This is an optimization exercise on Yosys and OpenROAD, whose aim is small area, not a production implementation. Only simulation tests tie the RTL to the original design; equivalence was not proved. Power figures rest on the tool's default switching activity, not on a simulated workload.

// nodeReturnPath
module nodeReturnPath #(
	parameter int TickScale = 20,
	parameter int FifoDepth = 16
) (
	input logic EXTCLK,
	input logic reset,
	input logic msgrResetReq,
	input logic contextResetReq,
	input logic intReq,
	input logic intAck,
	input logic intEnable,
	input logic coreEmpty,
	input logic msgBreakpoint,
	input logic streamWrite,
	input logic [nodeReturnPkg::WordWidth-1:0] streamWord,
	input logic netWrite,
	input logic [nodeReturnPkg::WordWidth-1:0] netWord,
	input logic localReady,
	input logic [nodeReturnPkg::WordWidth-1:0] localWord,
	output logic localRead,
	output logic coreReady,
	output logic [nodeReturnPkg::WordWidth-1:0] coreWord,
	output logic tick,
	output logic coreStop,
	output logic msgIntReq
);
==> module returnFifo, before the edit <==
module returnFifo #(
	parameter int FifoDepth = 16
) (
	input logic EXTCLK,
	input logic sysReset,
	input logic write,
	input logic [nodeReturnPkg::WordWidth-1:0] writeWord,
	input logic read,
	output logic empty,
	output logic [nodeReturnPkg::WordWidth-1:0] readWord
);
	logic [nodeReturnPkg::WordWidth-1:0] storage [FifoDepth];
	logic [FifoDepth:0] fill;
	logic full;
	logic wrEn;
	logic rdEn;
	logic [FifoDepth-1:0] rdSel;
	assign empty = fill[0];
	assign full = fill[FifoDepth];
	assign wrEn = write & ~full;
	assign rdEn = read & ~empty;
	assign rdSel = fill[FifoDepth:1] & {FifoDepth{rdEn}};
	always_comb
	begin
		readWord = '0;
		for (int i = 0; i < FifoDepth; i++)
		begin
			readWord = readWord | ({nodeReturnPkg::WordWidth{rdSel[i]}} & storage[i]);
		end
	end
	always_ff @(posedge EXTCLK)
	begin
		if (wrEn)
		begin
			storage[0] <= writeWord;
			for (int i = 1; i < FifoDepth; i++)
			begin
				storage[i] <= storage[i-1];
			end
		end
	end
	always_ff @(posedge EXTCLK)
	begin
		if (sysReset)
		begin
			fill <= (FifoDepth + 1)'(1);
		end
		else
		begin
			case ({wrEn, rdEn})
				2'b10: fill <= {fill[FifoDepth-1:0], 1'b0};
				2'b01: fill <= {1'b0, fill[FifoDepth:1]};
				default: fill <= fill;
			endcase
		end
	end
endmodule
==> flow/config.mk <==
export PLATFORM = sky130hd
export DESIGN_NAME = nodeReturnPath
export DESIGN_NICKNAME = nodeReturnPath
export VERILOG_FILES = /design/flow/design.v
export SDC_FILE = /design/flow/constraint.sdc
export NUM_CORES = 4
export LEC_CHECK = 0
export CAP_MARGIN = 20
export CORE_MARGIN = 2
export CORE_UTILIZATION = 60
export CTS_BUF_LIST = sky130_fd_sc_hd__clkbuf_16
export CTS_CLUSTER_DIAMETER = 80
export CTS_CLUSTER_SIZE = 30
export PLACE_DENSITY = 0.7
export SLEW_MARGIN = 20
==> flow/constraint.sdc <==
create_clock -name core_clock -period 4.5 [get_ports {EXTCLK}]
set_input_delay 0.9000 -clock core_clock [delete_from_list [all_inputs] [get_ports {EXTCLK}]]
set_output_delay 0.9000 -clock core_clock [all_outputs]
set_load 0.01 [all_outputs]
standard.sh (not shown) runs the stock make flow with config.mk's settings and CLKGATE_MAP_FILE= SYNTH_SCRIPT=/design/flow/synth_recipe.tcl, a recipe that flattens the netlist after the stock synthesis.
==> flow/flow/run.sh <==
#!/bin/bash
# The standard layout, with plain buf_1 cells as the port buffers in place of
# the delay buffers buffer_ports picks by itself.
set -euo pipefail
bash standard.sh "BUFFER_PORTS_ARGS=-buffer_cell sky130_fd_sc_hd__buf_1" finish > standard.log 2>&1
Then changed:
--- a/flow/design.v
+++ b/flow/design.v
@@ -85,19 +85,22 @@
 	input logic read,
 	output logic empty,
 	output logic [nodeReturnPkg::WordWidth-1:0] readWord
 );
+	localparam int AddrWidth = (FifoDepth > 1) ? $clog2(FifoDepth) : 1;
 	logic [nodeReturnPkg::WordWidth-1:0] storage [FifoDepth];
-	logic [FifoDepth:0] fill;
+	logic [AddrWidth:0] wrPtr;
+	logic [AddrWidth:0] rdPtr;
 	logic full;
 	logic wrEn;
 	logic rdEn;
-	logic [FifoDepth-1:0] rdSel;
-	assign empty = fill[0];
-	assign full = fill[FifoDepth];
+	assign empty = (wrPtr == rdPtr);
+	assign full = (wrPtr == {~rdPtr[AddrWidth], rdPtr[AddrWidth-1:0]});
 	assign wrEn = write & ~full;
 	assign rdEn = read & ~empty;
-	assign rdSel = fill[FifoDepth:1] & {FifoDepth{rdEn}};
+	logic [FifoDepth-1:0] rdHot;
+	logic [FifoDepth-1:0] rdSel;
+	assign rdSel = rdHot & {FifoDepth{rdEn}};
 	always_comb
 	begin
 		readWord = '0;
 		for (int i = 0; i < FifoDepth; i++)
@@ -108,28 +111,30 @@
 	always_ff @(posedge EXTCLK)
 	begin
 		if (wrEn)
 		begin
-			storage[0] <= writeWord;
-			for (int i = 1; i < FifoDepth; i++)
+			storage[wrPtr[AddrWidth-1:0]] <= writeWord;
+		end
+	end
+	always_ff @(posedge EXTCLK)
+	begin
+		if (sysReset)
+		begin
+			wrPtr <= '0;
+			rdPtr <= '0;
+			rdHot <= FifoDepth'(1);
+		end
+		else
+		begin
+			if (wrEn)
 			begin
-				storage[i] <= storage[i-1];
+				wrPtr <= wrPtr + 1'b1;
 			end
-		end
-	end
-	always_ff @(posedge EXTCLK)
-	begin
-		if (sysReset)
-		begin
-			fill <= (FifoDepth + 1)'(1);
-		end
-		else
-		begin
-			case ({wrEn, rdEn})
-				2'b10: fill <= {fill[FifoDepth-1:0], 1'b0};
-				2'b01: fill <= {1'b0, fill[FifoDepth:1]};
-				default: fill <= fill;
-			endcase
+			if (rdEn)
+			begin
+				rdPtr <= rdPtr + 1'b1;
+				rdHot <= {rdHot[FifoDepth-2:0], rdHot[FifoDepth-1]};
+			end
 		end
 	end
 endmodule
 `timescale 1ns/10ps
Outcome:
- The new run completed with no timing, DRC or antenna violations
- cell count drops by 0.47%
- area after synthesis climbs by 1.9%
- setup slack got worse by 690 ps
- global-route usage climbs by 3.1 points
- die area climbs by 1.8%
- combinational power climbs by 8.3%
- wire length climbs by 13%
- sequential share of layout area drops by 1.6 points
- hold slack got worse by 5.4 ps
- cell area climbs by 2.5%
- fmax drops by 18%

========
nodeReturnPath with an RTL version that a note above also has.
==> module returnFifo, before the edit <==
module returnFifo #(
	parameter int FifoDepth = 16
) (
	input logic EXTCLK,
	input logic sysReset,
	input logic write,
	input logic [nodeReturnPkg::WordWidth-1:0] writeWord,
	input logic read,
	output logic empty,
	output logic [nodeReturnPkg::WordWidth-1:0] readWord
);
	localparam int AddrWidth = (FifoDepth > 1) ? $clog2(FifoDepth) : 1;
	logic [nodeReturnPkg::WordWidth-1:0] storage [FifoDepth];
	logic [AddrWidth:0] wrPtr;
	logic [AddrWidth:0] rdPtr;
	logic full;
	logic wrEn;
	logic rdEn;
	assign empty = (wrPtr == rdPtr);
	assign full = (wrPtr == {~rdPtr[AddrWidth], rdPtr[AddrWidth-1:0]});
	assign wrEn = write & ~full;
	assign rdEn = read & ~empty;
	logic [FifoDepth-1:0] rdHot;
	logic [FifoDepth-1:0] rdSel;
	assign rdSel = rdHot & {FifoDepth{rdEn}};
	always_comb
	begin
		readWord = '0;
		for (int i = 0; i < FifoDepth; i++)
		begin
			readWord = readWord | ({nodeReturnPkg::WordWidth{rdSel[i]}} & storage[i]);
		end
	end
	always_ff @(posedge EXTCLK)
	begin
		if (wrEn)
		begin
			storage[wrPtr[AddrWidth-1:0]] <= writeWord;
		end
	end
	always_ff @(posedge EXTCLK)
	begin
		if (sysReset)
		begin
			wrPtr <= '0;
			rdPtr <= '0;
			rdHot <= FifoDepth'(1);
		end
		else
		begin
			if (wrEn)
			begin
				wrPtr <= wrPtr + 1'b1;
			end
			if (rdEn)
			begin
				rdPtr <= rdPtr + 1'b1;
				rdHot <= {rdHot[FifoDepth-2:0], rdHot[FifoDepth-1]};
			end
		end
	end
endmodule
==> module returnArbiter, before the edit <==
module returnArbiter (
	input logic EXTCLK,
	input logic sysReset,
	input logic netValid,
	input logic [nodeReturnPkg::WordWidth-1:0] netHead,
	input logic streamEmpty,
	input logic [nodeReturnPkg::WordWidth-1:0] streamHead,
	output logic streamRead,
	input logic localReady,
	input logic [nodeReturnPkg::WordWidth-1:0] localWord,
	output logic localRead,
	output logic coreReady,
	output logic [nodeReturnPkg::WordWidth-1:0] coreWord
);
	logic anyGrant;
	logic localSel;
	assign streamRead = ~netValid & ~streamEmpty;
	assign localRead = ~netValid & streamEmpty & localReady;
	assign localSel = ~netValid & streamEmpty;
	assign anyGrant = netValid | ~streamEmpty | localReady;
	always_ff @(posedge EXTCLK)
	begin
		if (sysReset)
		begin
			coreReady <= 1'b0;
		end
		else
		begin
			coreReady <= anyGrant;
		end
	end
	always_ff @(posedge EXTCLK)
	begin
		coreWord <= ({nodeReturnPkg::WordWidth{netValid}} & netHead)
			| streamHead
			| ({nodeReturnPkg::WordWidth{localSel}} & localWord);
	end
endmodule
==> module nodeReturnPath, before the edit <==
module nodeReturnPath #(
	parameter int TickScale = 20,
	parameter int FifoDepth = 16
) (
	input logic EXTCLK,
	input logic reset,
	input logic msgrResetReq,
	input logic contextResetReq,
	input logic intReq,
	input logic intAck,
	input logic intEnable,
	input logic coreEmpty,
	input logic msgBreakpoint,
	input logic streamWrite,
	input logic [nodeReturnPkg::WordWidth-1:0] streamWord,
	input logic netWrite,
	input logic [nodeReturnPkg::WordWidth-1:0] netWord,
	input logic localReady,
	input logic [nodeReturnPkg::WordWidth-1:0] localWord,
	output logic localRead,
	output logic coreReady,
	output logic [nodeReturnPkg::WordWidth-1:0] coreWord,
	output logic tick,
	output logic coreStop,
	output logic msgIntReq
);
	logic sysReset;
	logic streamEmpty;
	logic streamRead;
	logic [nodeReturnPkg::WordWidth-1:0] streamHead;
	logic netValid;
	logic [nodeReturnPkg::WordWidth-1:0] netHead;
	nodeControl #(
		.TickScale(TickScale)
	) u_control (
		.EXTCLK(EXTCLK),
		.reset(reset),
		.msgrResetReq(msgrResetReq),
		.contextResetReq(contextResetReq),
		.intReq(intReq),
		.intAck(intAck),
		.intEnable(intEnable),
		.coreEmpty(coreEmpty),
		.msgBreakpoint(msgBreakpoint),
		.sysReset(sysReset),
		.tick(tick),
		.coreStop(coreStop),
		.msgIntReq(msgIntReq)
	);
	returnFifo #(
		.FifoDepth(FifoDepth)
	) u_streamFifo (
		.EXTCLK(EXTCLK),
		.sysReset(sysReset),
		.write(streamWrite),
		.writeWord(streamWord),
		.read(streamRead),
		.empty(streamEmpty),
		.readWord(streamHead)
	);
	always_ff @(posedge EXTCLK)
	begin
		netHead <= netWord;
		if (sysReset)
		begin
			netValid <= 1'b0;
		end
		else
		begin
			netValid <= netWrite;
		end
	end
	returnArbiter u_arbiter (
		.EXTCLK(EXTCLK),
		.sysReset(sysReset),
		.netValid(netValid),
		.netHead(netHead),
		.streamEmpty(streamEmpty),
		.streamHead(streamHead),
		.streamRead(streamRead),
		.localReady(localReady),
		.localWord(localWord),
		.localRead(localRead),
		.coreReady(coreReady),
		.coreWord(coreWord)
	);
endmodule
==> flow/config.mk <==
export PLATFORM = sky130hd
export DESIGN_NAME = nodeReturnPath
export DESIGN_NICKNAME = nodeReturnPath
export VERILOG_FILES = /design/flow/design.v
export SDC_FILE = /design/flow/constraint.sdc
export NUM_CORES = 4
export LEC_CHECK = 0
export CAP_MARGIN = 20
export CORE_MARGIN = 2
export CORE_UTILIZATION = 45
export PLACE_DENSITY = 0.6
export SLEW_MARGIN = 20
==> flow/constraint.sdc <==
create_clock -name core_clock -period 4.5 [get_ports {EXTCLK}]
set_input_delay 0.9000 -clock core_clock [delete_from_list [all_inputs] [get_ports {EXTCLK}]]
set_output_delay 0.9000 -clock core_clock [all_outputs]
set_load 0.01 [all_outputs]
run.sh (not shown) runs the stock make flow with config.mk's settings and CLKGATE_MAP_FILE= SYNTH_SCRIPT=/design/flow/synth_recipe.tcl, a recipe that flattens the netlist after the stock synthesis.
Stock flow here: none of the scripts above is used.
The starting point produced a layout that fails on antenna violations.
Edit:
--- a/flow/design.v
+++ b/flow/design.v
@@ -84,7 +84,7 @@
 	input logic [nodeReturnPkg::WordWidth-1:0] writeWord,
 	input logic read,
 	output logic empty,
-	output logic [nodeReturnPkg::WordWidth-1:0] readWord
+	output logic [nodeReturnPkg::WordWidth-1:0] head
 );
 	localparam int AddrWidth = (FifoDepth > 1) ? $clog2(FifoDepth) : 1;
 	logic [nodeReturnPkg::WordWidth-1:0] storage [FifoDepth];
@@ -97,17 +97,7 @@
 	assign full = (wrPtr == {~rdPtr[AddrWidth], rdPtr[AddrWidth-1:0]});
 	assign wrEn = write & ~full;
 	assign rdEn = read & ~empty;
-	logic [FifoDepth-1:0] rdHot;
-	logic [FifoDepth-1:0] rdSel;
-	assign rdSel = rdHot & {FifoDepth{rdEn}};
-	always_comb
-	begin
-		readWord = '0;
-		for (int i = 0; i < FifoDepth; i++)
-		begin
-			readWord = readWord | ({nodeReturnPkg::WordWidth{rdSel[i]}} & storage[i]);
-		end
-	end
+	assign head = storage[rdPtr[AddrWidth-1:0]];
 	always_ff @(posedge EXTCLK)
 	begin
 		if (wrEn)
@@ -121,7 +111,6 @@
 		begin
 			wrPtr <= '0;
 			rdPtr <= '0;
-			rdHot <= FifoDepth'(1);
 		end
 		else
 		begin
@@ -132,7 +121,6 @@
 			if (rdEn)
 			begin
 				rdPtr <= rdPtr + 1'b1;
-				rdHot <= {rdHot[FifoDepth-2:0], rdHot[FifoDepth-1]};
 			end
 		end
 	end
@@ -153,10 +141,8 @@
 	output logic [nodeReturnPkg::WordWidth-1:0] coreWord
 );
 	logic anyGrant;
-	logic localSel;
 	assign streamRead = ~netValid & ~streamEmpty;
 	assign localRead = ~netValid & streamEmpty & localReady;
-	assign localSel = ~netValid & streamEmpty;
 	assign anyGrant = netValid | ~streamEmpty | localReady;
 	always_ff @(posedge EXTCLK)
 	begin
@@ -171,9 +157,18 @@
 	end
 	always_ff @(posedge EXTCLK)
 	begin
-		coreWord <= ({nodeReturnPkg::WordWidth{netValid}} & netHead)
-			| streamHead
-			| ({nodeReturnPkg::WordWidth{localSel}} & localWord);
+		if (netValid)
+		begin
+			coreWord <= netHead;
+		end
+		else if (!streamEmpty)
+		begin
+			coreWord <= streamHead;
+		end
+		else
+		begin
+			coreWord <= localWord;
+		end
 	end
 endmodule
 `timescale 1ns/10ps
@@ -235,7 +230,7 @@
 		.writeWord(streamWord),
 		.read(streamRead),
 		.empty(streamEmpty),
-		.readWord(streamHead)
+		.head(streamHead)
 	);
 	always_ff @(posedge EXTCLK)
 	begin
After rerunning:
- With this change the flow produced a clean layout
- sequential share of layout area came out lower by 3.9 points
- first-iteration DRC count came out lower by 41%
- global-route usage came out lower by 5.2 points
- worst setup slack improved by 0.019 ns
- via count came out lower by 9.3%

-- re-timing with driven ports --
How much do the figures lean on ideal ports? The routed layouts below were timed once more, with nothing changed but the port constraints. Step 1 assumes that a clkbuf_16 drives the clock port and a buf_2 every other input. Step 2, shift: input delay + t, output delay - t, t = (earliest + latest rising clock arrival at the registers) / 2. This alone moves slack from input paths to output paths. a / b / c = ideal ports / drivers / drivers and shift; a / b = the first two.
run	t (ns)	setup slack, ns	latest minus earliest clock arrival (ns)	worst slew at a driven data input, ns
the first run of note 1	0.714	1.389 / 1.317 / 1.228	0.026 / 0.027	0.07
the second run of note 1	0.716	0.697 / 0.632 / 1.166	0.030 / 0.029	0.12
the first run of note 2	0.802	0.446 / 0.374 / 0.858	0.023 / 0.024	0.15
the second run of note 2	0.790	0.465 / 0.397 / 0.709	0.027 / 0.026	0.09
The setup slack of the first run of note 1, which loses most, moves by -0.072 ns with the drivers and by -0.161 ns with both steps.
